From an optimization exercise on the open Yosys and OpenROAD flow, aimed at small area and a short achievable clock period; shortcuts taken in it are not production practice. The RTL was checked by simulation tests, not by an equivalence proof against the original design.

--- flow/config.mk ---
export PLATFORM = sky130hd
export DESIGN_NAME = rand_range_mapper
export DESIGN_NICKNAME = rand_range_mapper
export VERILOG_FILES = /design/flow/design.v
export SDC_FILE = /design/flow/constraint.sdc
export NUM_CORES = 4
export LEC_CHECK = 0
export ABC_AREA = 1
export CAP_MARGIN = 20
export CORE_MARGIN = 2
export CORE_UTILIZATION = 40
export SLEW_MARGIN = 20
--- flow/constraint.sdc ---
create_clock -name core_clock -period 10.0 [get_ports {clk}]
set_input_delay 2.0000 -clock core_clock [delete_from_list [all_inputs] [get_ports {clk}]]
set_output_delay 2.0000 -clock core_clock [all_outputs]
set_load 0.01 [all_outputs]
--- flow/design.v ---
module rand_range_mapper #(
   parameter int unsigned FIFO_DEPTH  = 16,
   parameter int unsigned ADDR_SIZE   = 4,
   parameter int unsigned RANGE_WIDTH = 16
) (
   input  logic                   clk,
   input  logic                   reset_n,
   input  logic [31:0]            rand_in,
   input  logic                   rand_in_valid,
   input  logic [RANGE_WIDTH-1:0] range_in,
   input  logic                   range_load,
   output logic                   busy,
   output logic [RANGE_WIDTH-1:0] out_data,
   output logic                   out_valid,
   input  logic                   out_ready,
   output logic [ADDR_SIZE:0]     fifo_level,
   output logic [15:0]            drop_count,
   output logic [15:0]            reject_count
);
   localparam int unsigned RamDepth = FIFO_DEPTH - 2;
   logic                   busy_q;
   logic [RANGE_WIDTH-1:0] range_q;
   logic [RANGE_WIDTH-1:0] rem_q;       
   logic [4:0]             iter_q;
   logic [RANGE_WIDTH-1:0] out_data_q;
   logic                   out_valid_q;
   logic [31:0]            ram [RamDepth];
   logic [3:0]             wr_ptr_q;
   logic [3:0]             rd_ptr_q;
   logic [ADDR_SIZE:0]     level_q;
   logic [31:0]            head_q;
   logic [31:0]            second_q;
   logic [31:0]            head_d;
   logic [31:0]            second_d;
   logic [31:0]            mul_x;
   logic                   empty;
   logic                   full;
   logic                   ge2;
   logic                   ge3;
   logic                   pop;
   logic                   push;
   logic                   ram_we;
   logic                   head_ld;
   logic                   second_ld;
   logic                   cs_en;
   logic [ADDR_SIZE:0]     level_inc;
   logic [ADDR_SIZE:0]     level_dec;
   logic [47:0] cs0_d, cs0_q;
   logic [47:0] cs1_d, cs1_q;
   logic [47:0] cs2_d, cs2_q;
   logic [47:0] cs3_d, cs3_q;
   logic [47:0] s1, c1;
   logic [47:0]            sum_s;       
   logic [47:0]            sum_c;
   logic [47:0]            prod;
   logic                   c32;
   logic [31:0]            tk;
   logic [31:0]            v_s;
   logic [32:0]            v_c;
   logic [32:0]            v_lo;
   logic [RANGE_WIDTH-1:0] result;
   logic                   accept;
   logic [RANGE_WIDTH:0]   rem_dbl;
   logic [RANGE_WIDTH-1:0] rem_next;
   always_comb begin
      level_inc = level_q + 1'b1;
      level_dec = level_q - 1'b1;
      empty     = (level_q == '0);
      full      = level_q[ADDR_SIZE];
      ge2       = (level_q[ADDR_SIZE:1] != '0);
      ge3       = ge2 && (level_q != (ADDR_SIZE+1)'(2));
      pop       = !busy_q && !range_load && !empty && (!out_valid_q || out_ready);
      push      = rand_in_valid && (!full || pop);
      ram_we    = push && (pop ? ge3 : ge2);
      head_ld   = pop || empty;
      second_ld = pop || !ge2;
      head_d    = ge2 ? second_q : rand_in;
      second_d  = ge3 ? ram[rd_ptr_q] : rand_in;
      mul_x     = (busy_q && !empty) ? head_q : head_d;
      cs_en     = busy_q || head_ld;
   end
   rrm_mul_cs u_mul (.x(mul_x), .n(range_q), .r0(cs0_d), .r1(cs1_d), .r2(cs2_d), .r3(cs3_d));
   always_comb begin
      s1     = cs0_q ^ cs1_q ^ cs2_q;
      c1     = {(cs0_q[46:0] & cs1_q[46:0]) | (cs0_q[46:0] & cs2_q[46:0]) | (cs1_q[46:0] & cs2_q[46:0]), 1'b0};
      sum_s  = s1 ^ c1 ^ cs3_q;
      sum_c  = {(s1[46:0] & c1[46:0]) | (s1[46:0] & cs3_q[46:0]) | (c1[46:0] & cs3_q[46:0]), 1'b0};
      prod   = sum_s + sum_c;
      c32    = 1'((33'(sum_s[31:0]) + 33'(sum_c[31:0])) >> 32);
      tk     = {16'hFFFF, ~rem_q};
      v_s    = sum_s[31:0] ^ sum_c[31:0] ^ tk;
      v_c    = {(sum_s[31:0] & sum_c[31:0]) | (sum_s[31:0] & tk) | (sum_c[31:0] & tk), 1'b1};
      v_lo   = 33'(v_s) + 33'(v_c[31:0]);
      accept = v_lo[32] ^ v_c[32] ^ c32;
      result = (range_q == '0) ? head_q[RANGE_WIDTH-1:0] : prod[47:32];
   end
   always_comb begin
      rem_dbl = {rem_q, 1'b0};
      if (rem_dbl >= {1'b0, range_q}) rem_next = RANGE_WIDTH'(rem_dbl - {1'b0, range_q});
      else                            rem_next = rem_dbl[RANGE_WIDTH-1:0];
   end
   always_ff @(posedge clk) begin
      if (ram_we) ram[wr_ptr_q] <= rand_in;
   end
   always_ff @(posedge clk) begin
      if (head_ld)   head_q   <= head_d;
      if (second_ld) second_q <= second_d;
      if (cs_en) begin
      cs0_q <= cs0_d;
      cs1_q <= cs1_d;
      cs2_q <= cs2_d;
      cs3_q <= cs3_d;
      end
   end
   always_ff @(posedge clk or negedge reset_n) begin
      if (!reset_n) begin
         wr_ptr_q <= '0;
         rd_ptr_q <= '0;
         level_q  <= '0;
      end else begin
         if (ram_we) wr_ptr_q <= (wr_ptr_q == 4'(RamDepth - 1)) ? 4'd0 : wr_ptr_q + 4'd1;
         if (pop && ge3) rd_ptr_q <= (rd_ptr_q == 4'(RamDepth - 1)) ? 4'd0 : rd_ptr_q + 4'd1;
         if (push != pop) level_q <= push ? level_inc : level_dec;
      end
   end
   always_ff @(posedge clk or negedge reset_n) begin
      if (!reset_n) begin
         busy_q      <= 1'b0;
         range_q     <= '0;
         rem_q       <= '0;
         iter_q      <= '0;
         out_data_q  <= '0;
         out_valid_q <= 1'b0;
      end else begin
         if (range_load) begin
            busy_q  <= 1'b1;
            range_q <= range_in;
            rem_q   <= RANGE_WIDTH'(range_in[RANGE_WIDTH-1:1] != '0);
            iter_q  <= '0;
         end else if (busy_q) begin
            rem_q  <= rem_next;
            iter_q <= iter_q + 5'd1;
            if (iter_q == 5'd31) busy_q <= 1'b0;
         end
         if (range_load) begin
            out_valid_q <= 1'b0;
         end else if (pop && accept) begin
            out_data_q  <= result;
            out_valid_q <= 1'b1;
         end else if (out_ready) begin
            out_valid_q <= 1'b0;
         end
      end
   end
   logic [15:0] drop_q;
   logic [15:0] reject_q;
   always_ff @(posedge clk or negedge reset_n) begin
      if (!reset_n) begin
         drop_q   <= '0;
         reject_q <= '0;
      end else begin
         if (rand_in_valid && !push && (drop_q != 16'hFFFF)) drop_q <= drop_q + 16'd1;
         if (pop && !accept && (reject_q != 16'hFFFF)) reject_q <= reject_q + 16'd1;
      end
   end
   assign drop_count   = drop_q;
   assign reject_count = reject_q;
   assign busy       = busy_q;
   assign out_data   = out_data_q;
   assign out_valid  = out_valid_q;
   assign fifo_level = level_q;
endmodule
module rrm_mul_cs (
   input  logic [31:0] x,
   input  logic [15:0] n,
   output logic [47:0] r0,
   output logic [47:0] r1,
   output logic [47:0] r2,
   output logic [47:0] r3
);
   wire [17:0] nn = {2'b00, n};
   wire one0 = nn[0] ^ 1'b0;
   wire two0 = (nn[1] & ~nn[0] & ~1'b0) | (~nn[1] & nn[0] & 1'b0);
   wire neg0 = nn[1];
   wire one1 = nn[2] ^ nn[1];
   wire two1 = (nn[3] & ~nn[2] & ~nn[1]) | (~nn[3] & nn[2] & nn[1]);
   wire neg1 = nn[3];
   wire one2 = nn[4] ^ nn[3];
   wire two2 = (nn[5] & ~nn[4] & ~nn[3]) | (~nn[5] & nn[4] & nn[3]);
   wire neg2 = nn[5];
   wire one3 = nn[6] ^ nn[5];
   wire two3 = (nn[7] & ~nn[6] & ~nn[5]) | (~nn[7] & nn[6] & nn[5]);
   wire neg3 = nn[7];
   wire one4 = nn[8] ^ nn[7];
   wire two4 = (nn[9] & ~nn[8] & ~nn[7]) | (~nn[9] & nn[8] & nn[7]);
   wire neg4 = nn[9];
   wire one5 = nn[10] ^ nn[9];
   wire two5 = (nn[11] & ~nn[10] & ~nn[9]) | (~nn[11] & nn[10] & nn[9]);
   wire neg5 = nn[11];
   wire one6 = nn[12] ^ nn[11];
   wire two6 = (nn[13] & ~nn[12] & ~nn[11]) | (~nn[13] & nn[12] & nn[11]);
   wire neg6 = nn[13];
   wire one7 = nn[14] ^ nn[13];
   wire two7 = (nn[15] & ~nn[14] & ~nn[13]) | (~nn[15] & nn[14] & nn[13]);
   wire neg7 = nn[15];
   wire one8 = nn[16] ^ nn[15];
   wire two8 = (nn[17] & ~nn[16] & ~nn[15]) | (~nn[17] & nn[16] & nn[15]);
   wire neg8 = nn[17];
   wire pp1 = ((x[0] & one0) | (1'b0 & two0)) ^ neg0;
   wire pp2 = ((x[1] & one0) | (x[0] & two0)) ^ neg0;
   wire pp3 = ((x[2] & one0) | (x[1] & two0)) ^ neg0;
   wire pp4 = ((x[3] & one0) | (x[2] & two0)) ^ neg0;
   wire pp5 = ((x[4] & one0) | (x[3] & two0)) ^ neg0;
   wire pp6 = ((x[5] & one0) | (x[4] & two0)) ^ neg0;
   wire pp7 = ((x[6] & one0) | (x[5] & two0)) ^ neg0;
   wire pp8 = ((x[7] & one0) | (x[6] & two0)) ^ neg0;
   wire pp9 = ((x[8] & one0) | (x[7] & two0)) ^ neg0;
   wire pp10 = ((x[9] & one0) | (x[8] & two0)) ^ neg0;
   wire pp11 = ((x[10] & one0) | (x[9] & two0)) ^ neg0;
   wire pp12 = ((x[11] & one0) | (x[10] & two0)) ^ neg0;
   wire pp13 = ((x[12] & one0) | (x[11] & two0)) ^ neg0;
   wire pp14 = ((x[13] & one0) | (x[12] & two0)) ^ neg0;
   wire pp15 = ((x[14] & one0) | (x[13] & two0)) ^ neg0;
   wire pp16 = ((x[15] & one0) | (x[14] & two0)) ^ neg0;
   wire pp17 = ((x[16] & one0) | (x[15] & two0)) ^ neg0;
   wire pp18 = ((x[17] & one0) | (x[16] & two0)) ^ neg0;
   wire pp19 = ((x[18] & one0) | (x[17] & two0)) ^ neg0;
   wire pp20 = ((x[19] & one0) | (x[18] & two0)) ^ neg0;
   wire pp21 = ((x[20] & one0) | (x[19] & two0)) ^ neg0;
   wire pp22 = ((x[21] & one0) | (x[20] & two0)) ^ neg0;
   wire pp23 = ((x[22] & one0) | (x[21] & two0)) ^ neg0;
   wire pp24 = ((x[23] & one0) | (x[22] & two0)) ^ neg0;
   wire pp25 = ((x[24] & one0) | (x[23] & two0)) ^ neg0;
   wire pp26 = ((x[25] & one0) | (x[24] & two0)) ^ neg0;
   wire pp27 = ((x[26] & one0) | (x[25] & two0)) ^ neg0;
   wire pp28 = ((x[27] & one0) | (x[26] & two0)) ^ neg0;
   wire pp29 = ((x[28] & one0) | (x[27] & two0)) ^ neg0;
   wire pp30 = ((x[29] & one0) | (x[28] & two0)) ^ neg0;
   wire pp31 = ((x[30] & one0) | (x[29] & two0)) ^ neg0;
   wire pp32 = ((x[31] & one0) | (x[30] & two0)) ^ neg0;
   wire pp33 = ((1'b0 & one0) | (x[31] & two0)) ^ neg0;
   wire sn34 = ~neg0;
   wire pp35 = ((x[0] & one1) | (1'b0 & two1)) ^ neg1;
   wire pp36 = ((x[1] & one1) | (x[0] & two1)) ^ neg1;
   wire pp37 = ((x[2] & one1) | (x[1] & two1)) ^ neg1;
   wire pp38 = ((x[3] & one1) | (x[2] & two1)) ^ neg1;
   wire pp39 = ((x[4] & one1) | (x[3] & two1)) ^ neg1;
   wire pp40 = ((x[5] & one1) | (x[4] & two1)) ^ neg1;
   wire pp41 = ((x[6] & one1) | (x[5] & two1)) ^ neg1;
   wire pp42 = ((x[7] & one1) | (x[6] & two1)) ^ neg1;
   wire pp43 = ((x[8] & one1) | (x[7] & two1)) ^ neg1;
   wire pp44 = ((x[9] & one1) | (x[8] & two1)) ^ neg1;
   wire pp45 = ((x[10] & one1) | (x[9] & two1)) ^ neg1;
   wire pp46 = ((x[11] & one1) | (x[10] & two1)) ^ neg1;
   wire pp47 = ((x[12] & one1) | (x[11] & two1)) ^ neg1;
   wire pp48 = ((x[13] & one1) | (x[12] & two1)) ^ neg1;
   wire pp49 = ((x[14] & one1) | (x[13] & two1)) ^ neg1;
   wire pp50 = ((x[15] & one1) | (x[14] & two1)) ^ neg1;
   wire pp51 = ((x[16] & one1) | (x[15] & two1)) ^ neg1;
   wire pp52 = ((x[17] & one1) | (x[16] & two1)) ^ neg1;
   wire pp53 = ((x[18] & one1) | (x[17] & two1)) ^ neg1;
   wire pp54 = ((x[19] & one1) | (x[18] & two1)) ^ neg1;
   wire pp55 = ((x[20] & one1) | (x[19] & two1)) ^ neg1;
   wire pp56 = ((x[21] & one1) | (x[20] & two1)) ^ neg1;
   wire pp57 = ((x[22] & one1) | (x[21] & two1)) ^ neg1;
   wire pp58 = ((x[23] & one1) | (x[22] & two1)) ^ neg1;
   wire pp59 = ((x[24] & one1) | (x[23] & two1)) ^ neg1;
   wire pp60 = ((x[25] & one1) | (x[24] & two1)) ^ neg1;
   wire pp61 = ((x[26] & one1) | (x[25] & two1)) ^ neg1;
   wire pp62 = ((x[27] & one1) | (x[26] & two1)) ^ neg1;
   wire pp63 = ((x[28] & one1) | (x[27] & two1)) ^ neg1;
   wire pp64 = ((x[29] & one1) | (x[28] & two1)) ^ neg1;
   wire pp65 = ((x[30] & one1) | (x[29] & two1)) ^ neg1;
   wire pp66 = ((x[31] & one1) | (x[30] & two1)) ^ neg1;
   wire pp67 = ((1'b0 & one1) | (x[31] & two1)) ^ neg1;
   wire sn68 = ~neg1;
   wire pp69 = ((x[0] & one2) | (1'b0 & two2)) ^ neg2;
   wire pp70 = ((x[1] & one2) | (x[0] & two2)) ^ neg2;
   wire pp71 = ((x[2] & one2) | (x[1] & two2)) ^ neg2;
   wire pp72 = ((x[3] & one2) | (x[2] & two2)) ^ neg2;
   wire pp73 = ((x[4] & one2) | (x[3] & two2)) ^ neg2;
   wire pp74 = ((x[5] & one2) | (x[4] & two2)) ^ neg2;
   wire pp75 = ((x[6] & one2) | (x[5] & two2)) ^ neg2;
   wire pp76 = ((x[7] & one2) | (x[6] & two2)) ^ neg2;
   wire pp77 = ((x[8] & one2) | (x[7] & two2)) ^ neg2;
   wire pp78 = ((x[9] & one2) | (x[8] & two2)) ^ neg2;
   wire pp79 = ((x[10] & one2) | (x[9] & two2)) ^ neg2;
   wire pp80 = ((x[11] & one2) | (x[10] & two2)) ^ neg2;
   wire pp81 = ((x[12] & one2) | (x[11] & two2)) ^ neg2;
   wire pp82 = ((x[13] & one2) | (x[12] & two2)) ^ neg2;
   wire pp83 = ((x[14] & one2) | (x[13] & two2)) ^ neg2;
   wire pp84 = ((x[15] & one2) | (x[14] & two2)) ^ neg2;
   wire pp85 = ((x[16] & one2) | (x[15] & two2)) ^ neg2;
   wire pp86 = ((x[17] & one2) | (x[16] & two2)) ^ neg2;
   wire pp87 = ((x[18] & one2) | (x[17] & two2)) ^ neg2;
   wire pp88 = ((x[19] & one2) | (x[18] & two2)) ^ neg2;
   wire pp89 = ((x[20] & one2) | (x[19] & two2)) ^ neg2;
   wire pp90 = ((x[21] & one2) | (x[20] & two2)) ^ neg2;
   wire pp91 = ((x[22] & one2) | (x[21] & two2)) ^ neg2;
   wire pp92 = ((x[23] & one2) | (x[22] & two2)) ^ neg2;
   wire pp93 = ((x[24] & one2) | (x[23] & two2)) ^ neg2;
   wire pp94 = ((x[25] & one2) | (x[24] & two2)) ^ neg2;
   wire pp95 = ((x[26] & one2) | (x[25] & two2)) ^ neg2;
   wire pp96 = ((x[27] & one2) | (x[26] & two2)) ^ neg2;
   wire pp97 = ((x[28] & one2) | (x[27] & two2)) ^ neg2;
   wire pp98 = ((x[29] & one2) | (x[28] & two2)) ^ neg2;
   wire pp99 = ((x[30] & one2) | (x[29] & two2)) ^ neg2;
   wire pp100 = ((x[31] & one2) | (x[30] & two2)) ^ neg2;
   wire pp101 = ((1'b0 & one2) | (x[31] & two2)) ^ neg2;
   wire sn102 = ~neg2;
   wire pp103 = ((x[0] & one3) | (1'b0 & two3)) ^ neg3;
   wire pp104 = ((x[1] & one3) | (x[0] & two3)) ^ neg3;
   wire pp105 = ((x[2] & one3) | (x[1] & two3)) ^ neg3;
   wire pp106 = ((x[3] & one3) | (x[2] & two3)) ^ neg3;
   wire pp107 = ((x[4] & one3) | (x[3] & two3)) ^ neg3;
   wire pp108 = ((x[5] & one3) | (x[4] & two3)) ^ neg3;
   wire pp109 = ((x[6] & one3) | (x[5] & two3)) ^ neg3;
   wire pp110 = ((x[7] & one3) | (x[6] & two3)) ^ neg3;
   wire pp111 = ((x[8] & one3) | (x[7] & two3)) ^ neg3;
   wire pp112 = ((x[9] & one3) | (x[8] & two3)) ^ neg3;
   wire pp113 = ((x[10] & one3) | (x[9] & two3)) ^ neg3;
   wire pp114 = ((x[11] & one3) | (x[10] & two3)) ^ neg3;
   wire pp115 = ((x[12] & one3) | (x[11] & two3)) ^ neg3;
   wire pp116 = ((x[13] & one3) | (x[12] & two3)) ^ neg3;
   wire pp117 = ((x[14] & one3) | (x[13] & two3)) ^ neg3;
   wire pp118 = ((x[15] & one3) | (x[14] & two3)) ^ neg3;
   wire pp119 = ((x[16] & one3) | (x[15] & two3)) ^ neg3;
   wire pp120 = ((x[17] & one3) | (x[16] & two3)) ^ neg3;
   wire pp121 = ((x[18] & one3) | (x[17] & two3)) ^ neg3;
   wire pp122 = ((x[19] & one3) | (x[18] & two3)) ^ neg3;
   wire pp123 = ((x[20] & one3) | (x[19] & two3)) ^ neg3;
   wire pp124 = ((x[21] & one3) | (x[20] & two3)) ^ neg3;
   wire pp125 = ((x[22] & one3) | (x[21] & two3)) ^ neg3;
   wire pp126 = ((x[23] & one3) | (x[22] & two3)) ^ neg3;
   wire pp127 = ((x[24] & one3) | (x[23] & two3)) ^ neg3;
   wire pp128 = ((x[25] & one3) | (x[24] & two3)) ^ neg3;
   wire pp129 = ((x[26] & one3) | (x[25] & two3)) ^ neg3;
   wire pp130 = ((x[27] & one3) | (x[26] & two3)) ^ neg3;
   wire pp131 = ((x[28] & one3) | (x[27] & two3)) ^ neg3;
   wire pp132 = ((x[29] & one3) | (x[28] & two3)) ^ neg3;
   wire pp133 = ((x[30] & one3) | (x[29] & two3)) ^ neg3;
   wire pp134 = ((x[31] & one3) | (x[30] & two3)) ^ neg3;
   wire pp135 = ((1'b0 & one3) | (x[31] & two3)) ^ neg3;
   wire sn136 = ~neg3;
   wire pp137 = ((x[0] & one4) | (1'b0 & two4)) ^ neg4;
   wire pp138 = ((x[1] & one4) | (x[0] & two4)) ^ neg4;
   wire pp139 = ((x[2] & one4) | (x[1] & two4)) ^ neg4;
   wire pp140 = ((x[3] & one4) | (x[2] & two4)) ^ neg4;
   wire pp141 = ((x[4] & one4) | (x[3] & two4)) ^ neg4;
   wire pp142 = ((x[5] & one4) | (x[4] & two4)) ^ neg4;
   wire pp143 = ((x[6] & one4) | (x[5] & two4)) ^ neg4;
   wire pp144 = ((x[7] & one4) | (x[6] & two4)) ^ neg4;
   wire pp145 = ((x[8] & one4) | (x[7] & two4)) ^ neg4;
   wire pp146 = ((x[9] & one4) | (x[8] & two4)) ^ neg4;
   wire pp147 = ((x[10] & one4) | (x[9] & two4)) ^ neg4;
   wire pp148 = ((x[11] & one4) | (x[10] & two4)) ^ neg4;
   wire pp149 = ((x[12] & one4) | (x[11] & two4)) ^ neg4;
   wire pp150 = ((x[13] & one4) | (x[12] & two4)) ^ neg4;
   wire pp151 = ((x[14] & one4) | (x[13] & two4)) ^ neg4;
   wire pp152 = ((x[15] & one4) | (x[14] & two4)) ^ neg4;
   wire pp153 = ((x[16] & one4) | (x[15] & two4)) ^ neg4;
   wire pp154 = ((x[17] & one4) | (x[16] & two4)) ^ neg4;
   wire pp155 = ((x[18] & one4) | (x[17] & two4)) ^ neg4;
   wire pp156 = ((x[19] & one4) | (x[18] & two4)) ^ neg4;
   wire pp157 = ((x[20] & one4) | (x[19] & two4)) ^ neg4;
   wire pp158 = ((x[21] & one4) | (x[20] & two4)) ^ neg4;
   wire pp159 = ((x[22] & one4) | (x[21] & two4)) ^ neg4;
   wire pp160 = ((x[23] & one4) | (x[22] & two4)) ^ neg4;
   wire pp161 = ((x[24] & one4) | (x[23] & two4)) ^ neg4;
   wire pp162 = ((x[25] & one4) | (x[24] & two4)) ^ neg4;
   wire pp163 = ((x[26] & one4) | (x[25] & two4)) ^ neg4;
   wire pp164 = ((x[27] & one4) | (x[26] & two4)) ^ neg4;
   wire pp165 = ((x[28] & one4) | (x[27] & two4)) ^ neg4;
   wire pp166 = ((x[29] & one4) | (x[28] & two4)) ^ neg4;
   wire pp167 = ((x[30] & one4) | (x[29] & two4)) ^ neg4;
   wire pp168 = ((x[31] & one4) | (x[30] & two4)) ^ neg4;
   wire pp169 = ((1'b0 & one4) | (x[31] & two4)) ^ neg4;
   wire sn170 = ~neg4;
   wire pp171 = ((x[0] & one5) | (1'b0 & two5)) ^ neg5;
   wire pp172 = ((x[1] & one5) | (x[0] & two5)) ^ neg5;
   wire pp173 = ((x[2] & one5) | (x[1] & two5)) ^ neg5;
   wire pp174 = ((x[3] & one5) | (x[2] & two5)) ^ neg5;
   wire pp175 = ((x[4] & one5) | (x[3] & two5)) ^ neg5;
   wire pp176 = ((x[5] & one5) | (x[4] & two5)) ^ neg5;
   wire pp177 = ((x[6] & one5) | (x[5] & two5)) ^ neg5;
   wire pp178 = ((x[7] & one5) | (x[6] & two5)) ^ neg5;
   wire pp179 = ((x[8] & one5) | (x[7] & two5)) ^ neg5;
   wire pp180 = ((x[9] & one5) | (x[8] & two5)) ^ neg5;
   wire pp181 = ((x[10] & one5) | (x[9] & two5)) ^ neg5;
   wire pp182 = ((x[11] & one5) | (x[10] & two5)) ^ neg5;
   wire pp183 = ((x[12] & one5) | (x[11] & two5)) ^ neg5;
   wire pp184 = ((x[13] & one5) | (x[12] & two5)) ^ neg5;
   wire pp185 = ((x[14] & one5) | (x[13] & two5)) ^ neg5;
   wire pp186 = ((x[15] & one5) | (x[14] & two5)) ^ neg5;
   wire pp187 = ((x[16] & one5) | (x[15] & two5)) ^ neg5;
   wire pp188 = ((x[17] & one5) | (x[16] & two5)) ^ neg5;
   wire pp189 = ((x[18] & one5) | (x[17] & two5)) ^ neg5;
   wire pp190 = ((x[19] & one5) | (x[18] & two5)) ^ neg5;
   wire pp191 = ((x[20] & one5) | (x[19] & two5)) ^ neg5;
   wire pp192 = ((x[21] & one5) | (x[20] & two5)) ^ neg5;
   wire pp193 = ((x[22] & one5) | (x[21] & two5)) ^ neg5;
   wire pp194 = ((x[23] & one5) | (x[22] & two5)) ^ neg5;
   wire pp195 = ((x[24] & one5) | (x[23] & two5)) ^ neg5;
   wire pp196 = ((x[25] & one5) | (x[24] & two5)) ^ neg5;
   wire pp197 = ((x[26] & one5) | (x[25] & two5)) ^ neg5;
   wire pp198 = ((x[27] & one5) | (x[26] & two5)) ^ neg5;
   wire pp199 = ((x[28] & one5) | (x[27] & two5)) ^ neg5;
   wire pp200 = ((x[29] & one5) | (x[28] & two5)) ^ neg5;
   wire pp201 = ((x[30] & one5) | (x[29] & two5)) ^ neg5;
   wire pp202 = ((x[31] & one5) | (x[30] & two5)) ^ neg5;
   wire pp203 = ((1'b0 & one5) | (x[31] & two5)) ^ neg5;
   wire sn204 = ~neg5;
   wire pp205 = ((x[0] & one6) | (1'b0 & two6)) ^ neg6;
   wire pp206 = ((x[1] & one6) | (x[0] & two6)) ^ neg6;
   wire pp207 = ((x[2] & one6) | (x[1] & two6)) ^ neg6;
   wire pp208 = ((x[3] & one6) | (x[2] & two6)) ^ neg6;
   wire pp209 = ((x[4] & one6) | (x[3] & two6)) ^ neg6;
   wire pp210 = ((x[5] & one6) | (x[4] & two6)) ^ neg6;
   wire pp211 = ((x[6] & one6) | (x[5] & two6)) ^ neg6;
   wire pp212 = ((x[7] & one6) | (x[6] & two6)) ^ neg6;
   wire pp213 = ((x[8] & one6) | (x[7] & two6)) ^ neg6;
   wire pp214 = ((x[9] & one6) | (x[8] & two6)) ^ neg6;
   wire pp215 = ((x[10] & one6) | (x[9] & two6)) ^ neg6;
   wire pp216 = ((x[11] & one6) | (x[10] & two6)) ^ neg6;
   wire pp217 = ((x[12] & one6) | (x[11] & two6)) ^ neg6;
   wire pp218 = ((x[13] & one6) | (x[12] & two6)) ^ neg6;
   wire pp219 = ((x[14] & one6) | (x[13] & two6)) ^ neg6;
   wire pp220 = ((x[15] & one6) | (x[14] & two6)) ^ neg6;
   wire pp221 = ((x[16] & one6) | (x[15] & two6)) ^ neg6;
   wire pp222 = ((x[17] & one6) | (x[16] & two6)) ^ neg6;
   wire pp223 = ((x[18] & one6) | (x[17] & two6)) ^ neg6;
   wire pp224 = ((x[19] & one6) | (x[18] & two6)) ^ neg6;
   wire pp225 = ((x[20] & one6) | (x[19] & two6)) ^ neg6;
   wire pp226 = ((x[21] & one6) | (x[20] & two6)) ^ neg6;
   wire pp227 = ((x[22] & one6) | (x[21] & two6)) ^ neg6;
   wire pp228 = ((x[23] & one6) | (x[22] & two6)) ^ neg6;
   wire pp229 = ((x[24] & one6) | (x[23] & two6)) ^ neg6;
   wire pp230 = ((x[25] & one6) | (x[24] & two6)) ^ neg6;
   wire pp231 = ((x[26] & one6) | (x[25] & two6)) ^ neg6;
   wire pp232 = ((x[27] & one6) | (x[26] & two6)) ^ neg6;
   wire pp233 = ((x[28] & one6) | (x[27] & two6)) ^ neg6;
   wire pp234 = ((x[29] & one6) | (x[28] & two6)) ^ neg6;
   wire pp235 = ((x[30] & one6) | (x[29] & two6)) ^ neg6;
   wire pp236 = ((x[31] & one6) | (x[30] & two6)) ^ neg6;
   wire pp237 = ((1'b0 & one6) | (x[31] & two6)) ^ neg6;
   wire sn238 = ~neg6;
   wire pp239 = ((x[0] & one7) | (1'b0 & two7)) ^ neg7;
   wire pp240 = ((x[1] & one7) | (x[0] & two7)) ^ neg7;
   wire pp241 = ((x[2] & one7) | (x[1] & two7)) ^ neg7;
   wire pp242 = ((x[3] & one7) | (x[2] & two7)) ^ neg7;
   wire pp243 = ((x[4] & one7) | (x[3] & two7)) ^ neg7;
   wire pp244 = ((x[5] & one7) | (x[4] & two7)) ^ neg7;
   wire pp245 = ((x[6] & one7) | (x[5] & two7)) ^ neg7;
   wire pp246 = ((x[7] & one7) | (x[6] & two7)) ^ neg7;
   wire pp247 = ((x[8] & one7) | (x[7] & two7)) ^ neg7;
   wire pp248 = ((x[9] & one7) | (x[8] & two7)) ^ neg7;
   wire pp249 = ((x[10] & one7) | (x[9] & two7)) ^ neg7;
   wire pp250 = ((x[11] & one7) | (x[10] & two7)) ^ neg7;
   wire pp251 = ((x[12] & one7) | (x[11] & two7)) ^ neg7;
   wire pp252 = ((x[13] & one7) | (x[12] & two7)) ^ neg7;
   wire pp253 = ((x[14] & one7) | (x[13] & two7)) ^ neg7;
   wire pp254 = ((x[15] & one7) | (x[14] & two7)) ^ neg7;
   wire pp255 = ((x[16] & one7) | (x[15] & two7)) ^ neg7;
   wire pp256 = ((x[17] & one7) | (x[16] & two7)) ^ neg7;
   wire pp257 = ((x[18] & one7) | (x[17] & two7)) ^ neg7;
   wire pp258 = ((x[19] & one7) | (x[18] & two7)) ^ neg7;
   wire pp259 = ((x[20] & one7) | (x[19] & two7)) ^ neg7;
   wire pp260 = ((x[21] & one7) | (x[20] & two7)) ^ neg7;
   wire pp261 = ((x[22] & one7) | (x[21] & two7)) ^ neg7;
   wire pp262 = ((x[23] & one7) | (x[22] & two7)) ^ neg7;
   wire pp263 = ((x[24] & one7) | (x[23] & two7)) ^ neg7;
   wire pp264 = ((x[25] & one7) | (x[24] & two7)) ^ neg7;
   wire pp265 = ((x[26] & one7) | (x[25] & two7)) ^ neg7;
   wire pp266 = ((x[27] & one7) | (x[26] & two7)) ^ neg7;
   wire pp267 = ((x[28] & one7) | (x[27] & two7)) ^ neg7;
   wire pp268 = ((x[29] & one7) | (x[28] & two7)) ^ neg7;
   wire pp269 = ((x[30] & one7) | (x[29] & two7)) ^ neg7;
   wire pp270 = ((x[31] & one7) | (x[30] & two7)) ^ neg7;
   wire pp271 = ((1'b0 & one7) | (x[31] & two7)) ^ neg7;
   wire sn272 = ~neg7;
   wire pp273 = x[0] & one8;
   wire pp274 = x[1] & one8;
   wire pp275 = x[2] & one8;
   wire pp276 = x[3] & one8;
   wire pp277 = x[4] & one8;
   wire pp278 = x[5] & one8;
   wire pp279 = x[6] & one8;
   wire pp280 = x[7] & one8;
   wire pp281 = x[8] & one8;
   wire pp282 = x[9] & one8;
   wire pp283 = x[10] & one8;
   wire pp284 = x[11] & one8;
   wire pp285 = x[12] & one8;
   wire pp286 = x[13] & one8;
   wire pp287 = x[14] & one8;
   wire pp288 = x[15] & one8;
   wire pp289 = x[16] & one8;
   wire pp290 = x[17] & one8;
   wire pp291 = x[18] & one8;
   wire pp292 = x[19] & one8;
   wire pp293 = x[20] & one8;
   wire pp294 = x[21] & one8;
   wire pp295 = x[22] & one8;
   wire pp296 = x[23] & one8;
   wire pp297 = x[24] & one8;
   wire pp298 = x[25] & one8;
   wire pp299 = x[26] & one8;
   wire pp300 = x[27] & one8;
   wire pp301 = x[28] & one8;
   wire pp302 = x[29] & one8;
   wire pp303 = x[30] & one8;
   wire pp304 = x[31] & one8;
   wire s305 = neg5 ^ pp107;
   wire c306 = neg5 & pp107;
   wire s307 = pp108 ^ pp12;
   wire c308 = pp108 & pp12;
   wire s309 = neg6 ^ pp109 ^ pp13;
   wire c310 = (neg6 & pp109) | (neg6 & pp13) | (pp109 & pp13);
   wire s311 = pp141 ^ pp173;
   wire c312 = pp141 & pp173;
   wire s313 = pp110 ^ pp14 ^ pp142;
   wire c314 = (pp110 & pp14) | (pp110 & pp142) | (pp14 & pp142);
   wire s315 = pp174 ^ pp206;
   wire c316 = pp174 & pp206;
   wire s317 = neg7 ^ pp111 ^ pp143;
   wire c318 = (neg7 & pp111) | (neg7 & pp143) | (pp111 & pp143);
   wire s319 = pp15 ^ pp175 ^ pp207;
   wire c320 = (pp15 & pp175) | (pp15 & pp207) | (pp175 & pp207);
   wire s321 = pp239 ^ pp47;
   wire c322 = pp239 & pp47;
   wire s323 = pp112 ^ pp144 ^ pp16;
   wire c324 = (pp112 & pp144) | (pp112 & pp16) | (pp144 & pp16);
   wire s325 = pp176 ^ pp208 ^ pp240;
   wire c326 = (pp176 & pp208) | (pp176 & pp240) | (pp208 & pp240);
   wire s327 = pp48 ^ pp80;
   wire c328 = pp48 & pp80;
   wire s329 = pp113 ^ pp145 ^ pp17;
   wire c330 = (pp113 & pp145) | (pp113 & pp17) | (pp145 & pp17);
   wire s331 = pp177 ^ pp209 ^ pp241;
   wire c332 = (pp177 & pp209) | (pp177 & pp241) | (pp209 & pp241);
   wire s333 = pp273 ^ pp49 ^ pp81;
   wire c334 = (pp273 & pp49) | (pp273 & pp81) | (pp49 & pp81);
   wire s335 = pp114 ^ pp146 ^ pp178;
   wire c336 = (pp114 & pp146) | (pp114 & pp178) | (pp146 & pp178);
   wire s337 = pp18 ^ pp210 ^ pp242;
   wire c338 = (pp18 & pp210) | (pp18 & pp242) | (pp210 & pp242);
   wire s339 = pp274 ^ pp50 ^ pp82;
   wire c340 = (pp274 & pp50) | (pp274 & pp82) | (pp50 & pp82);
   wire s341 = pp115 ^ pp147 ^ pp179;
   wire c342 = (pp115 & pp147) | (pp115 & pp179) | (pp147 & pp179);
   wire s343 = pp19 ^ pp211 ^ pp243;
   wire c344 = (pp19 & pp211) | (pp19 & pp243) | (pp211 & pp243);
   wire s345 = pp275 ^ pp51 ^ pp83;
   wire c346 = (pp275 & pp51) | (pp275 & pp83) | (pp51 & pp83);
   wire s347 = pp116 ^ pp148 ^ pp180;
   wire c348 = (pp116 & pp148) | (pp116 & pp180) | (pp148 & pp180);
   wire s349 = pp20 ^ pp212 ^ pp244;
   wire c350 = (pp20 & pp212) | (pp20 & pp244) | (pp212 & pp244);
   wire s351 = pp276 ^ pp52 ^ pp84;
   wire c352 = (pp276 & pp52) | (pp276 & pp84) | (pp52 & pp84);
   wire s353 = pp117 ^ pp149 ^ pp181;
   wire c354 = (pp117 & pp149) | (pp117 & pp181) | (pp149 & pp181);
   wire s355 = pp21 ^ pp213 ^ pp245;
   wire c356 = (pp21 & pp213) | (pp21 & pp245) | (pp213 & pp245);
   wire s357 = pp277 ^ pp53 ^ pp85;
   wire c358 = (pp277 & pp53) | (pp277 & pp85) | (pp53 & pp85);
   wire s359 = pp118 ^ pp150 ^ pp182;
   wire c360 = (pp118 & pp150) | (pp118 & pp182) | (pp150 & pp182);
   wire s361 = pp214 ^ pp22 ^ pp246;
   wire c362 = (pp214 & pp22) | (pp214 & pp246) | (pp22 & pp246);
   wire s363 = pp278 ^ pp54 ^ pp86;
   wire c364 = (pp278 & pp54) | (pp278 & pp86) | (pp54 & pp86);
   wire s365 = pp119 ^ pp151 ^ pp183;
   wire c366 = (pp119 & pp151) | (pp119 & pp183) | (pp151 & pp183);
   wire s367 = pp215 ^ pp23 ^ pp247;
   wire c368 = (pp215 & pp23) | (pp215 & pp247) | (pp23 & pp247);
   wire s369 = pp279 ^ pp55 ^ pp87;
   wire c370 = (pp279 & pp55) | (pp279 & pp87) | (pp55 & pp87);
   wire s371 = pp120 ^ pp152 ^ pp184;
   wire c372 = (pp120 & pp152) | (pp120 & pp184) | (pp152 & pp184);
   wire s373 = pp216 ^ pp24 ^ pp248;
   wire c374 = (pp216 & pp24) | (pp216 & pp248) | (pp24 & pp248);
   wire s375 = pp280 ^ pp56 ^ pp88;
   wire c376 = (pp280 & pp56) | (pp280 & pp88) | (pp56 & pp88);
   wire s377 = pp121 ^ pp153 ^ pp185;
   wire c378 = (pp121 & pp153) | (pp121 & pp185) | (pp153 & pp185);
   wire s379 = pp217 ^ pp249 ^ pp25;
   wire c380 = (pp217 & pp249) | (pp217 & pp25) | (pp249 & pp25);
   wire s381 = pp281 ^ pp57 ^ pp89;
   wire c382 = (pp281 & pp57) | (pp281 & pp89) | (pp57 & pp89);
   wire s383 = pp122 ^ pp154 ^ pp186;
   wire c384 = (pp122 & pp154) | (pp122 & pp186) | (pp154 & pp186);
   wire s385 = pp218 ^ pp250 ^ pp26;
   wire c386 = (pp218 & pp250) | (pp218 & pp26) | (pp250 & pp26);
   wire s387 = pp282 ^ pp58 ^ pp90;
   wire c388 = (pp282 & pp58) | (pp282 & pp90) | (pp58 & pp90);
   wire s389 = pp123 ^ pp155 ^ pp187;
   wire c390 = (pp123 & pp155) | (pp123 & pp187) | (pp155 & pp187);
   wire s391 = pp219 ^ pp251 ^ pp27;
   wire c392 = (pp219 & pp251) | (pp219 & pp27) | (pp251 & pp27);
   wire s393 = pp283 ^ pp59 ^ pp91;
   wire c394 = (pp283 & pp59) | (pp283 & pp91) | (pp59 & pp91);
   wire s395 = pp124 ^ pp156 ^ pp188;
   wire c396 = (pp124 & pp156) | (pp124 & pp188) | (pp156 & pp188);
   wire s397 = pp220 ^ pp252 ^ pp28;
   wire c398 = (pp220 & pp252) | (pp220 & pp28) | (pp252 & pp28);
   wire s399 = pp284 ^ pp60 ^ pp92;
   wire c400 = (pp284 & pp60) | (pp284 & pp92) | (pp60 & pp92);
   wire s401 = pp125 ^ pp157 ^ pp189;
   wire c402 = (pp125 & pp157) | (pp125 & pp189) | (pp157 & pp189);
   wire s403 = pp221 ^ pp253 ^ pp285;
   wire c404 = (pp221 & pp253) | (pp221 & pp285) | (pp253 & pp285);
   wire s405 = pp29 ^ pp61 ^ pp93;
   wire c406 = (pp29 & pp61) | (pp29 & pp93) | (pp61 & pp93);
   wire s407 = pp126 ^ pp158 ^ pp190;
   wire c408 = (pp126 & pp158) | (pp126 & pp190) | (pp158 & pp190);
   wire s409 = pp222 ^ pp254 ^ pp286;
   wire c410 = (pp222 & pp254) | (pp222 & pp286) | (pp254 & pp286);
   wire s411 = pp30 ^ pp62 ^ pp94;
   wire c412 = (pp30 & pp62) | (pp30 & pp94) | (pp62 & pp94);
   wire s413 = pp127 ^ pp159 ^ pp191;
   wire c414 = (pp127 & pp159) | (pp127 & pp191) | (pp159 & pp191);
   wire s415 = pp223 ^ pp255 ^ pp287;
   wire c416 = (pp223 & pp255) | (pp223 & pp287) | (pp255 & pp287);
   wire s417 = pp31 ^ pp63 ^ pp95;
   wire c418 = (pp31 & pp63) | (pp31 & pp95) | (pp63 & pp95);
   wire s419 = pp128 ^ pp160 ^ pp192;
   wire c420 = (pp128 & pp160) | (pp128 & pp192) | (pp160 & pp192);
   wire s421 = pp224 ^ pp256 ^ pp288;
   wire c422 = (pp224 & pp256) | (pp224 & pp288) | (pp256 & pp288);
   wire s423 = pp32 ^ pp64 ^ pp96;
   wire c424 = (pp32 & pp64) | (pp32 & pp96) | (pp64 & pp96);
   wire s425 = pp129 ^ pp161 ^ pp193;
   wire c426 = (pp129 & pp161) | (pp129 & pp193) | (pp161 & pp193);
   wire s427 = pp225 ^ pp257 ^ pp289;
   wire c428 = (pp225 & pp257) | (pp225 & pp289) | (pp257 & pp289);
   wire s429 = pp33 ^ pp65 ^ pp97;
   wire c430 = (pp33 & pp65) | (pp33 & pp97) | (pp65 & pp97);
   wire s431 = neg0 ^ pp130 ^ pp162;
   wire c432 = (neg0 & pp130) | (neg0 & pp162) | (pp130 & pp162);
   wire s433 = pp194 ^ pp226 ^ pp258;
   wire c434 = (pp194 & pp226) | (pp194 & pp258) | (pp226 & pp258);
   wire s435 = pp290 ^ pp66 ^ pp98;
   wire c436 = (pp290 & pp66) | (pp290 & pp98) | (pp66 & pp98);
   wire s437 = neg0 ^ pp131 ^ pp163;
   wire c438 = (neg0 & pp131) | (neg0 & pp163) | (pp131 & pp163);
   wire s439 = pp195 ^ pp227 ^ pp259;
   wire c440 = (pp195 & pp227) | (pp195 & pp259) | (pp227 & pp259);
   wire s441 = pp291 ^ pp67 ^ pp99;
   wire c442 = (pp291 & pp67) | (pp291 & pp99) | (pp67 & pp99);
   wire s443 = sn34 ^ sn68 ^ pp100;
   wire c444 = (sn34 & sn68) | (sn34 & pp100) | (sn68 & pp100);
   wire s445 = pp132 ^ pp164 ^ pp196;
   wire c446 = (pp132 & pp164) | (pp132 & pp196) | (pp164 & pp196);
   wire s447 = pp228 ^ pp260 ^ pp292;
   wire c448 = (pp228 & pp260) | (pp228 & pp292) | (pp260 & pp292);
   wire s449 = 1'b1 ^ pp101 ^ pp133;
   wire c450 = (1'b1 & pp101) | (1'b1 & pp133) | (pp101 & pp133);
   wire s451 = pp165 ^ pp197 ^ pp229;
   wire c452 = (pp165 & pp197) | (pp165 & pp229) | (pp197 & pp229);
   wire s453 = pp261 ^ pp293;
   wire c454 = pp261 & pp293;
   wire s455 = sn102 ^ pp134 ^ pp166;
   wire c456 = (sn102 & pp134) | (sn102 & pp166) | (pp134 & pp166);
   wire s457 = pp198 ^ pp230 ^ pp262;
   wire c458 = (pp198 & pp230) | (pp198 & pp262) | (pp230 & pp262);
   wire s459 = 1'b1 ^ pp135 ^ pp167;
   wire c460 = (1'b1 & pp135) | (1'b1 & pp167) | (pp135 & pp167);
   wire s461 = pp199 ^ pp231;
   wire c462 = pp199 & pp231;
   wire s463 = sn136 ^ pp168 ^ pp200;
   wire c464 = (sn136 & pp168) | (sn136 & pp200) | (pp168 & pp200);
   wire s465 = 1'b1 ^ pp169;
   wire c466 = 1'b1 & pp169;
   wire s467 = neg3 ^ pp103;
   wire c468 = neg3 & pp103;
   wire s469 = pp104 ^ pp40;
   wire c470 = pp104 & pp40;
   wire s471 = neg4 ^ pp105 ^ pp137;
   wire c472 = (neg4 & pp105) | (neg4 & pp137) | (pp105 & pp137);
   wire s473 = pp41 ^ pp73;
   wire c474 = pp41 & pp73;
   wire s475 = pp10 ^ pp106 ^ pp138;
   wire c476 = (pp10 & pp106) | (pp10 & pp138) | (pp106 & pp138);
   wire s477 = pp42 ^ pp74;
   wire c478 = pp42 & pp74;
   wire s479 = pp11 ^ pp139 ^ pp171;
   wire c480 = (pp11 & pp139) | (pp11 & pp171) | (pp139 & pp171);
   wire s481 = pp43 ^ pp75 ^ c478;
   wire c482 = (pp43 & pp75) | (pp43 & c478) | (pp75 & c478);
   wire s483 = pp140 ^ pp172 ^ pp44;
   wire c484 = (pp140 & pp172) | (pp140 & pp44) | (pp172 & pp44);
   wire s485 = pp76 ^ c306 ^ s307;
   wire c486 = (pp76 & c306) | (pp76 & s307) | (c306 & s307);
   wire s487 = pp205 ^ pp45 ^ pp77;
   wire c488 = (pp205 & pp45) | (pp205 & pp77) | (pp45 & pp77);
   wire s489 = c308 ^ s311 ^ c484;
   wire c490 = (c308 & s311) | (c308 & c484) | (s311 & c484);
   wire s491 = pp46 ^ pp78 ^ c312;
   wire c492 = (pp46 & pp78) | (pp46 & c312) | (pp78 & c312);
   wire s493 = s315 ^ c310 ^ c488;
   wire c494 = (s315 & c310) | (s315 & c488) | (c310 & c488);
   wire s495 = pp79 ^ c316 ^ s321;
   wire c496 = (pp79 & c316) | (pp79 & s321) | (c316 & s321);
   wire s497 = c314 ^ s317 ^ s319;
   wire c498 = (c314 & s317) | (c314 & s319) | (s317 & s319);
   wire s499 = c322 ^ s327 ^ c318;
   wire c500 = (c322 & s327) | (c322 & c318) | (s327 & c318);
   wire s501 = c320 ^ s323 ^ s325;
   wire c502 = (c320 & s323) | (c320 & s325) | (s323 & s325);
   wire s503 = c328 ^ c324 ^ c326;
   wire c504 = (c328 & c324) | (c328 & c326) | (c324 & c326);
   wire s505 = s329 ^ s331 ^ s333;
   wire c506 = (s329 & s331) | (s329 & s333) | (s331 & s333);
   wire s507 = c330 ^ c332 ^ c334;
   wire c508 = (c330 & c332) | (c330 & c334) | (c332 & c334);
   wire s509 = s335 ^ s337 ^ s339;
   wire c510 = (s335 & s337) | (s335 & s339) | (s337 & s339);
   wire s511 = c336 ^ c338 ^ c340;
   wire c512 = (c336 & c338) | (c336 & c340) | (c338 & c340);
   wire s513 = s341 ^ s343 ^ s345;
   wire c514 = (s341 & s343) | (s341 & s345) | (s343 & s345);
   wire s515 = c342 ^ c344 ^ c346;
   wire c516 = (c342 & c344) | (c342 & c346) | (c344 & c346);
   wire s517 = s347 ^ s349 ^ s351;
   wire c518 = (s347 & s349) | (s347 & s351) | (s349 & s351);
   wire s519 = c348 ^ c350 ^ c352;
   wire c520 = (c348 & c350) | (c348 & c352) | (c350 & c352);
   wire s521 = s353 ^ s355 ^ s357;
   wire c522 = (s353 & s355) | (s353 & s357) | (s355 & s357);
   wire s523 = c354 ^ c356 ^ c358;
   wire c524 = (c354 & c356) | (c354 & c358) | (c356 & c358);
   wire s525 = s359 ^ s361 ^ s363;
   wire c526 = (s359 & s361) | (s359 & s363) | (s361 & s363);
   wire s527 = c360 ^ c362 ^ c364;
   wire c528 = (c360 & c362) | (c360 & c364) | (c362 & c364);
   wire s529 = s365 ^ s367 ^ s369;
   wire c530 = (s365 & s367) | (s365 & s369) | (s367 & s369);
   wire s531 = c366 ^ c368 ^ c370;
   wire c532 = (c366 & c368) | (c366 & c370) | (c368 & c370);
   wire s533 = s371 ^ s373 ^ s375;
   wire c534 = (s371 & s373) | (s371 & s375) | (s373 & s375);
   wire s535 = c372 ^ c374 ^ c376;
   wire c536 = (c372 & c374) | (c372 & c376) | (c374 & c376);
   wire s537 = s377 ^ s379 ^ s381;
   wire c538 = (s377 & s379) | (s377 & s381) | (s379 & s381);
   wire s539 = c378 ^ c380 ^ c382;
   wire c540 = (c378 & c380) | (c378 & c382) | (c380 & c382);
   wire s541 = s383 ^ s385 ^ s387;
   wire c542 = (s383 & s385) | (s383 & s387) | (s385 & s387);
   wire s543 = c384 ^ c386 ^ c388;
   wire c544 = (c384 & c386) | (c384 & c388) | (c386 & c388);
   wire s545 = s389 ^ s391 ^ s393;
   wire c546 = (s389 & s391) | (s389 & s393) | (s391 & s393);
   wire s547 = c390 ^ c392 ^ c394;
   wire c548 = (c390 & c392) | (c390 & c394) | (c392 & c394);
   wire s549 = s395 ^ s397 ^ s399;
   wire c550 = (s395 & s397) | (s395 & s399) | (s397 & s399);
   wire s551 = c396 ^ c398 ^ c400;
   wire c552 = (c396 & c398) | (c396 & c400) | (c398 & c400);
   wire s553 = s401 ^ s403 ^ s405;
   wire c554 = (s401 & s403) | (s401 & s405) | (s403 & s405);
   wire s555 = c402 ^ c404 ^ c406;
   wire c556 = (c402 & c404) | (c402 & c406) | (c404 & c406);
   wire s557 = s407 ^ s409 ^ s411;
   wire c558 = (s407 & s409) | (s407 & s411) | (s409 & s411);
   wire s559 = c408 ^ c410 ^ c412;
   wire c560 = (c408 & c410) | (c408 & c412) | (c410 & c412);
   wire s561 = s413 ^ s415 ^ s417;
   wire c562 = (s413 & s415) | (s413 & s417) | (s415 & s417);
   wire s563 = c414 ^ c416 ^ c418;
   wire c564 = (c414 & c416) | (c414 & c418) | (c416 & c418);
   wire s565 = s419 ^ s421 ^ s423;
   wire c566 = (s419 & s421) | (s419 & s423) | (s421 & s423);
   wire s567 = c420 ^ c422 ^ c424;
   wire c568 = (c420 & c422) | (c420 & c424) | (c422 & c424);
   wire s569 = s425 ^ s427 ^ s429;
   wire c570 = (s425 & s427) | (s425 & s429) | (s427 & s429);
   wire s571 = c426 ^ c428 ^ c430;
   wire c572 = (c426 & c428) | (c426 & c430) | (c428 & c430);
   wire s573 = s431 ^ s433 ^ s435;
   wire c574 = (s431 & s433) | (s431 & s435) | (s433 & s435);
   wire s575 = c432 ^ c434 ^ c436;
   wire c576 = (c432 & c434) | (c432 & c436) | (c434 & c436);
   wire s577 = s437 ^ s439 ^ s441;
   wire c578 = (s437 & s439) | (s437 & s441) | (s439 & s441);
   wire s579 = c438 ^ c440 ^ c442;
   wire c580 = (c438 & c440) | (c438 & c442) | (c440 & c442);
   wire s581 = s443 ^ s445 ^ s447;
   wire c582 = (s443 & s445) | (s443 & s447) | (s445 & s447);
   wire s583 = s453 ^ c444 ^ c446;
   wire c584 = (s453 & c444) | (s453 & c446) | (c444 & c446);
   wire s585 = c448 ^ s449 ^ s451;
   wire c586 = (c448 & s449) | (c448 & s451) | (s449 & s451);
   wire s587 = pp294 ^ c454 ^ c450;
   wire c588 = (pp294 & c454) | (pp294 & c450) | (c454 & c450);
   wire s589 = c452 ^ s455 ^ s457;
   wire c590 = (c452 & s455) | (c452 & s457) | (s455 & s457);
   wire s591 = pp263 ^ pp295 ^ s461;
   wire c592 = (pp263 & pp295) | (pp263 & s461) | (pp295 & s461);
   wire s593 = c456 ^ c458 ^ s459;
   wire c594 = (c456 & c458) | (c456 & s459) | (c458 & s459);
   wire s595 = pp232 ^ pp264 ^ pp296;
   wire c596 = (pp232 & pp264) | (pp232 & pp296) | (pp264 & pp296);
   wire s597 = c462 ^ c460 ^ s463;
   wire c598 = (c462 & c460) | (c462 & s463) | (c460 & s463);
   wire s599 = pp201 ^ pp233 ^ pp265;
   wire c600 = (pp201 & pp233) | (pp201 & pp265) | (pp233 & pp265);
   wire s601 = pp297 ^ s465 ^ c464;
   wire c602 = (pp297 & s465) | (pp297 & c464) | (s465 & c464);
   wire s603 = sn170 ^ pp202 ^ pp234;
   wire c604 = (sn170 & pp202) | (sn170 & pp234) | (pp202 & pp234);
   wire s605 = pp266 ^ pp298 ^ c466;
   wire c606 = (pp266 & pp298) | (pp266 & c466) | (pp298 & c466);
   wire s607 = 1'b1 ^ pp203 ^ pp235;
   wire c608 = (1'b1 & pp203) | (1'b1 & pp235) | (pp203 & pp235);
   wire s609 = pp267 ^ pp299;
   wire c610 = pp267 & pp299;
   wire s611 = sn204 ^ pp236 ^ pp268;
   wire c612 = (sn204 & pp236) | (sn204 & pp268) | (pp236 & pp268);
   wire s613 = 1'b1 ^ pp237;
   wire c614 = 1'b1 & pp237;
   assign r0 = {sn272, 1'b1, sn238, pp269, pp300, s609, c600, c596, s595, s591, c584, c580, c576, c572, c568, c564, c560, c556, c552, c548, c544, c540, c536, c532, c528, c524, c520, c516, c512, c508, c504, c500, c496, c492, s313, s309, c480, s305, c474, pp9, pp72, pp39, pp38, neg2, pp36, neg1, pp2, neg0};
   assign r1 = {pp304, pp271, pp270, pp301, c610, c604, s603, s599, c592, c588, c586, c582, c578, c574, c570, c566, c562, c558, c554, c550, c546, c542, c538, c534, c530, c526, c522, c518, c514, c510, c506, c502, c498, s495, s491, s487, s483, c476, s477, c470, pp8, pp7, pp6, pp37, pp4, pp3, 1'b0, pp1};
   assign r2 = {1'b0, pp303, pp302, s613, c608, s607, s605, c598, c594, c590, s587, s583, s579, s575, s571, s567, s563, s559, s555, s551, s547, s543, s539, s535, s531, s527, s523, s519, s515, s511, s507, s503, s499, c494, c490, c486, c482, s479, c472, s473, c468, pp71, pp70, pp5, 1'b0, pp35, 1'b0, 1'b0};
   assign r3 = {1'b0, 1'b0, c614, c612, s611, c606, c602, s601, s597, s593, s589, s585, s581, s577, s573, s569, s565, s561, s557, s553, s549, s545, s541, s537, s533, s529, s525, s521, s517, s513, s509, s505, s501, s497, s493, s489, s485, s481, s475, s471, s469, s467, 1'b0, pp69, 1'b0, 1'b0, 1'b0, 1'b0};
endmodule
--- flow/flow/run.sh ---
#!/bin/bash
# Own flow: the standard layout (standard.sh: standard synthesis, floorplan, place, CTS,
# route, finish), with two changes to how the layout is made:
#  - port buffers are buf_4 cells (buffer_ports -buffer_cell) instead of the default delay buffer;
#  - the timing repair steps aim for 6 ns of setup slack at the 10 ns clock (SETUP_SLACK_MARGIN).
# make's full output goes to flow_make.log here; each tool's own log is under orfs/logs/.
set -euo pipefail
export SETUP_SLACK_MARGIN=6
export BUFFER_PORTS_ARGS="-buffer_cell sky130_fd_sc_hd__buf_4"
bash standard.sh > flow_make.log 2>&1
--- flow/standard.sh ---
#!/bin/bash
# synth_recipe.tcl (not shown) runs the flow's synth.tcl, then flattens the netlist and writes it again
# the make line also repeats each setting of config.mk as NAME=value (left out here)
make -C /OpenROAD-flow-scripts/flow DESIGN_CONFIG=/design/flow/config.mk WORK_HOME=/design/flow/orfs CLKGATE_MAP_FILE= SYNTH_SCRIPT=/design/flow/synth_recipe.tcl "${@:-finish}"
==> run_results.csv, run 1 <==
group,metric,value,unit
status,run_status,"finished clean",
worst_setup_path,cp_max_fo,16,
logic_synthesis,synthFlopType,"edfxtp_1",
finish,final_common_cell,"edfxtp_1",
global_routing,first_global_vias,33570,
logic_synthesis,synth_nets,4822,
drt,first_iter_violations,3832,
drt,drt-vias-per-instance,5.596,
finish,num-nets-final,4931,
drt,drc_errors,0,
worst_setup_path,reg2reg_to,"cs3_q[33]",
min_path,hp-class,"flip-flop to flip-flop",
drt,drt-total-wl,143.0,mm
logic_synthesis,synth_edf_count,691,
sta,final-setup-viol-count,0,
placed_design,dp_hpwl,91.71,mm
logic_synthesis,yosysSeqAreaShare,50.20,%
sta,setup_tns,0,ps
worst_setup_path,startpoint_type,"input pin",
placed_design,dpl_cell_area,48940,um2
clock_network,cts.sinks,791,
logic_synthesis,synth_cells,4394,
finish,final_layout_size_suffix_gt1_share,12.41,%
floorplan,initial_core_util,40.40,%
sta,finClkSkew,25.64,ps
floorplan,dieArea,118500,um2
floorplan,io_pins,108,
min_path,hold_depth,2,
clock_network,cts_tree,"done",
worst_setup_path,crit_arrival,4370,ps
global_routing,grt_max_degree,87,
drt,wl_per_cell,23.50,um
floorplan,num_rows,124,
min_path,hold_start,"out_data_q[2]",
clock_network,path_clk_slew,60,ps
global_routing,grt_pass1_wl,211.9,mm
global_routing,grt_use_total,23.81,%
floorplan,dieWidth,344.3,um
sta,layout_min_cycle_time,3973,ps
worst_setup_path,endpoint_kind,"flip-flop",
sta,timing.slew.headroom,28.95,%
finish,area_growth,14.48,%
floorplan,core_area,114700,um2
worst_setup_path,worstReg2RegStart,"range_q[11]",
sta,worst_slew_pin_slew,1063,ps
clock_network,hold_buffers,0,
drt,dr_total_vias,34040,
clock_network,cts-root-buf,"clkbuf_16",
logic_synthesis,synth-seq-cells,791,
sta,rsz0062_at_grt,"yes",
sta,drv_slew,0,
clock_network,htreeDepth,3,
clock_network,cts_buffer_depth,3,
clock_network,cts_buffers,84,
sta,fmax,251.7,MHz
finish,fillCellCount,10520,
global_routing,grt_antenna_before_repair,6,
sta,hold_violations,0,
worst_setup_path,reg2regPathDepth,9,
clock_network,insertion_delay,670,ps
logic_synthesis,postSynthAreaPerCell,10.54,um2
worst_setup_path,crit_type,"input pin to flip-flop",
drt,drt_pass1_iterations,7,
floorplan,dieHeight,344.3,um
global_routing,grt_overflow,0,
job,cap_violations,0,
placed_design,portBuffers,107,
worst_setup_path,cp.required,10400,ps
logic_synthesis,yosys_warnings,1,
sta,post-route-period-util,39.73,%
logic_synthesis,ys_types,61,
sta,hold_ws,490.1,ps
logic_synthesis,synth_area,46320,um2
worst_setup_path,startpoint,"rand_in[12]",
finish,final_cell_area,53030,um2
placed_design,gp_congestion,0.9280,
finish,final_cell_mix,"edfxtp_1 (691), nand2_1 (677), inv_1 (468)",
min_path,worst_hold_path.endpoint,"out_data_q[2]",
logic_synthesis,synthArstFlopShare,12.64,%
worst_setup_path,reg2reg_slack,6060,ps
drt,postRouteAntennaNets,0,
## worst max-delay path, stage by stage
cell     delay, ps
buf_4          180
o21ai_2        300
nand2_1        150
o21ai_4        220
buf_4          260
o22ai_1         90
xor2_1         190
fa_1           460
fa_1           500
## stage by stage
stage | utilization [%] | setup slack [ps] | cells
after detailed placement | 42.69 | 4513 | 5837
after floorplan | - | 5576 | 4394
after global routing | 46.25 | 5933 | 6083
final | 46.25 | 6027 | 6083
after CTS | 45.40 | 5902 | 6017
after global placement | 42.62 | 4506 | 5833
## area by class of cell
cell class | count | area, um2 | share of cell area (%)
timing repair buffer | 244 | 2293 | 4.325
inverter | 491 | 1883 | 3.551
tap | 1512 | 1892 | 3.568
antenna | 1 | 2.502 | 0.004719
clock inverter | 47 | 440.4 | 0.8306
multi-input combinational | 2891 | 21030 | 39.65
sequential | 791 | 23260 | 43.87
clock buffer | 106 | 2226 | 4.198
## layer usage
metal  wire, um  GRT usage [%]
met5         65              0
met4       6903          11.27
met1      56420          30.84
met2      67390          38.71
met3      12190          4.398
## cell families after synthesis
kind of cell	synth area share [%]
AO/OA/AOI/OAI	11.04
XOR/XNOR	5.710
adder cells (fa/ha/maj)	13.94
buffers and inverters	6.567
flip-flops	50.20
multiplexers	0.06483
AND/OR/NAND/NOR	12.48
## how the worst max path moves through the flow
| stage | to | cells past startpoint |
|---|---|---|
| floorplan | cs0_q[0] | 6 |
| global placement | ram[13][28] | 12 |
| detailed placement | ram[9][16] | 13 |
| CTS | cs3_q[17] | 9 |
| global route | rem_q[2] | 14 |
| finish | cs3_q[14] | 9 |
## cell usage after synthesis, types with 8 or more instances
cell / count / share of area (%)
buf_2: 26 / 0.28
nand3_1: 144 / 1.6
o21ai_0: 235 / 2.5
a21oi_1: 131 / 1.4
inv_1: 473 / 3.8
a22oi_1: 22 / 0.36
xor2_1: 283 / 5.4
nand3b_1: 12 / 0.19
o21bai_1: 9 / 0.15
o2111ai_1: 23 / 0.43
buf_6: 36 / 0.88
nor4_1: 8 / 0.11
inv_2: 14 / 0.11
o21ai_2: 30 / 0.57
fa_1: 235 / 10
xnor2_1: 19 / 0.36
clkbuf_1: 137 / 1.1
o211ai_1: 11 / 0.18
nand4_1: 42 / 0.57
nand2_1: 698 / 5.7
dfrtp_1: 100 / 5.4
a221oi_1: 43 / 0.81
a21o_1: 8 / 0.13
buf_1: 25 / 0.20
or2_1: 11 / 0.15
nor3_1: 36 / 0.39
or2_0: 20 / 0.27
nor2_1: 357 / 2.9
a31oi_1: 26 / 0.35
o22ai_1: 247 / 3.3
ha_1: 140 / 3.8
edfxtp_1: 691 / 45
o21ai_1: 26 / 0.28
## flip-flops by register name (all words and copies together), names as in the netlist, 32 cells and up
register and count:
ram 448, cs0_q 47, cs1_q 47, cs2_q 44
cs3_q 41, head_q 32, second_q 32
## repair_timing
| action | CTS | global route |
|---|---|---|
| buffers inserted | 24 | 55 |
| endpoints found under the setup margin | 615 | 455 |
| cloned | 3 | 9 |
| gates resized for setup | 38 | 59 |
| pin swaps | 17 | 12 |
==> run 2: changes to the inputs <==
--- a/flow/config.mk
+++ b/flow/config.mk
@@ -11,2 +11,4 @@
 export CORE_UTILIZATION = 40
+export CTS_CLUSTER_DIAMETER = 60
+export CTS_CLUSTER_SIZE = 25
 export SLEW_MARGIN = 20
==> run 2 against run 1 <==
Critical path type unchanged. Global-route usage hardly changed. Design area is 0.27% lower. Area after synthesis unchanged. Critical endpoint is now cs3_q[19]. Still clean.
==> run_results.csv, run 2 <==
group,metric,value,unit
status,run_status,"finished clean",
clock_network,cts-root-buf,"clkbuf_16",
finish,final_cell_mix,"edfxtp_1 (691), nand2_1 (676), inv_1 (469)",
global_routing,grt_overflow,0,
worst_setup_path,cp.required,10390,ps
worst_setup_path,reg2regPathDepth,9,
worst_setup_path,cp_max_fo,16,
worst_setup_path,cp_slowest_stage_delay,610,ps
finish,area_growth,14.17,%
clock_network,htreeDepth,3,
sta,timing.slew.headroom,28.35,%
drt,dr_total_vias,33960,
floorplan,io_pins,108,
placed_design,dpl_cell_area,48940,um2
logic_synthesis,synthFlopType,"edfxtp_1",
finish,finalNonFillerCells,6057,
min_path,hp-class,"flip-flop to flip-flop",
finish,num-nets-final,4917,
logic_synthesis,synthArstFlopShare,12.64,%
sta,rsz0062_at_grt,"yes",
clock_network,cts_tree,"done",
clock_network,path_clk_slew,70,ps
drt,drc_errors,0,
logic_synthesis,synth_cells,4394,
floorplan,dieArea,118500,um2
clock_network,cts_buffer_depth,3,
logic_synthesis,synth_top_area_cell,"edfxtp_1",
sta,layout_min_cycle_time,3987,ps
sta,worst_slew_pin_slew,1072,ps
drt,drt_pass1_iterations,6,
sta,post-route-period-util,39.87,%
clock_network,hold_buffers,0,
drt,first_iter_violations,3678,
sta,fmax,250.8,MHz
sta,hold_violations,0,
placed_design,portBuffers,107,
logic_synthesis,postSynthAreaPerCell,10.54,um2
global_routing,grt_use_total,23.76,%
drt,drt-total-wl,143.1,mm
job,cap_violations,0,
finish,final_cell_area,52890,um2
worst_setup_path,endpoint_kind,"flip-flop",
finish,reg_top3,"ram (448), cs0_q (47), cs1_q (47)",
logic_synthesis,yosysSeqAreaShare,50.20,%
drt,wl_per_cell,23.62,um
worst_setup_path,slowest_stage,"fa_1",
global_routing,grt_antenna_before_repair,5,
floorplan,dieWidth,344.3,um
global_routing,grt_max_degree,87,
worst_setup_path,crit_arrival,4380,ps
finish,final_layout_size_suffix_gt1_share,12.59,%
placed_design,dp.cells,5837,
placed_design,dp_hpwl,91.71,mm
sta,finClkSkew,39.86,ps
clock_network,cts.sinks,791,
finish,final_common_cell,"edfxtp_1",
logic_synthesis,yosys-top-cells-area,"edfxtp_1 (45%), fa_1 (10%), nand2_1 (5.7%)",
logic_synthesis,synth.top_cell.area_share,44.80,%
floorplan,num_rows,124,
logic_synthesis,synth_edf_count,691,
logic_synthesis,synth_common_cells,"nand2_1 (698), edfxtp_1 (691), inv_1 (473), nor2_1 (357), xor2_1 (283)",
logic_synthesis,synth_area,46320,um2
==> run 2: cell counts after synthesis <==
Identical to the previous run, type by type.
==> run 2: per-layer routing <==
layer  part of all wire (%)  vias to the layer above  track usage, %
met3                    8.7                      371           4.701
met5                  0.036                        -               0
li1                       -                    15270               -
met4                    4.9                        8           11.14
met1                     39                    16710           30.58
met2                     47                     1596           38.66
==> run 2: what timing repair did <==
item / 4_1_cts / 5_1_grt
pin swaps: 17 / 11
resized for setup: 42 / 55
setup buffers: 26 / 56
endpoints found under the setup margin: 617 / 405
cloned: 3 / 9
==> run 2: path summary, 6_finish.rpt <==
check,start,end,slack (ps)
worst max-delay path,rand_in[5],cs3_q[19],6010
worst min-delay path,out_data_q[0],out_data_q[0],490
worst max register to register,range_q[11],cs3_q[33],6010
worst min register to register,out_data_q[0],out_data_q[0],490
max in group asynchronous,reset_n,range_q[11],7220
min in group asynchronous,reset_n,reject_q[7],1320
==> run 2: cell type report <==
class | count | area (um2) | share of cell area [%]
diodes | 1 | 2.502 | 0.004732
clock buffers | 72 | 1758 | 3.324
clock inverters | 52 | 673.1 | 1.273
inverters | 491 | 1879 | 3.554
multi-input cells | 2891 | 21060 | 39.82
flip-flops and latches | 791 | 23260 | 43.99
well taps | 1512 | 1892 | 3.577
repair buffers | 247 | 2361 | 4.464
==> run 2: through the flow <==
stage / setup slack [ps] / utilization (%)
3_3_place_gp: 4506 / 42.62
4_1_cts: 5955 / 45.27
5_1_grt: 5937 / 46.13
2_1_floorplan: 5576 / -
3_5_place_dp: 4513 / 42.69
6_report: 6013 / 46.13
==> run 2: kinds of logic after synthesis <==
group | count (synthesis) | share of synthesized area [%]
buffers and inverters | 722 | 6.567
AO/OA/AOI/OAI | 837 | 11.04
XOR/XNOR | 302 | 5.710
multiplexers | 3 | 0.06483
adder cells (fa/ha/maj) | 375 | 13.94
AND/OR/NAND/NOR | 1364 | 12.48
flip-flops | 791 | 50.20
==> run 2: worst max-delay path: cells and delay by family <==
family | cells | cell delay (ps)
compound gates | 3 | 550
buf+inv | 3 | 430
xor+xnor | 1 | 190
simple gates | 1 | 150
fa+ha+maj | 2 | 1050

separate check: timing with driven ports:
The results above use ideal ports. As a check the final layouts listed here were re-extracted and re-timed, cells and wires unchanged. Step 1 assumes that a clkbuf_16 drives the clock port and a buf_2 every other input. Step 2, shift: input delay + t, output delay - t, t = (earliest + latest rising clock arrival at the registers) / 2. This alone moves slack from input paths to output paths. a / b / c = ideal / step 1 / step 2; a / b = the first two.
run	shift t [ns]	slack for setup (ns)	worst hold slack (ns)	worst slew at a driven data input, ns
run 1	0.720	6.027 / 6.060 / 5.348	0.490 / 0.490 / 0.490	0.10
run 2	0.704	6.013 / 6.014 / 5.314	0.489 / 0.489 / 0.489	0.10
After both steps every run listed still meets setup and hold. For run 2, which loses most, drivers alone change the setup slack by +0.001 ns; drivers and shift together by -0.699 ns.
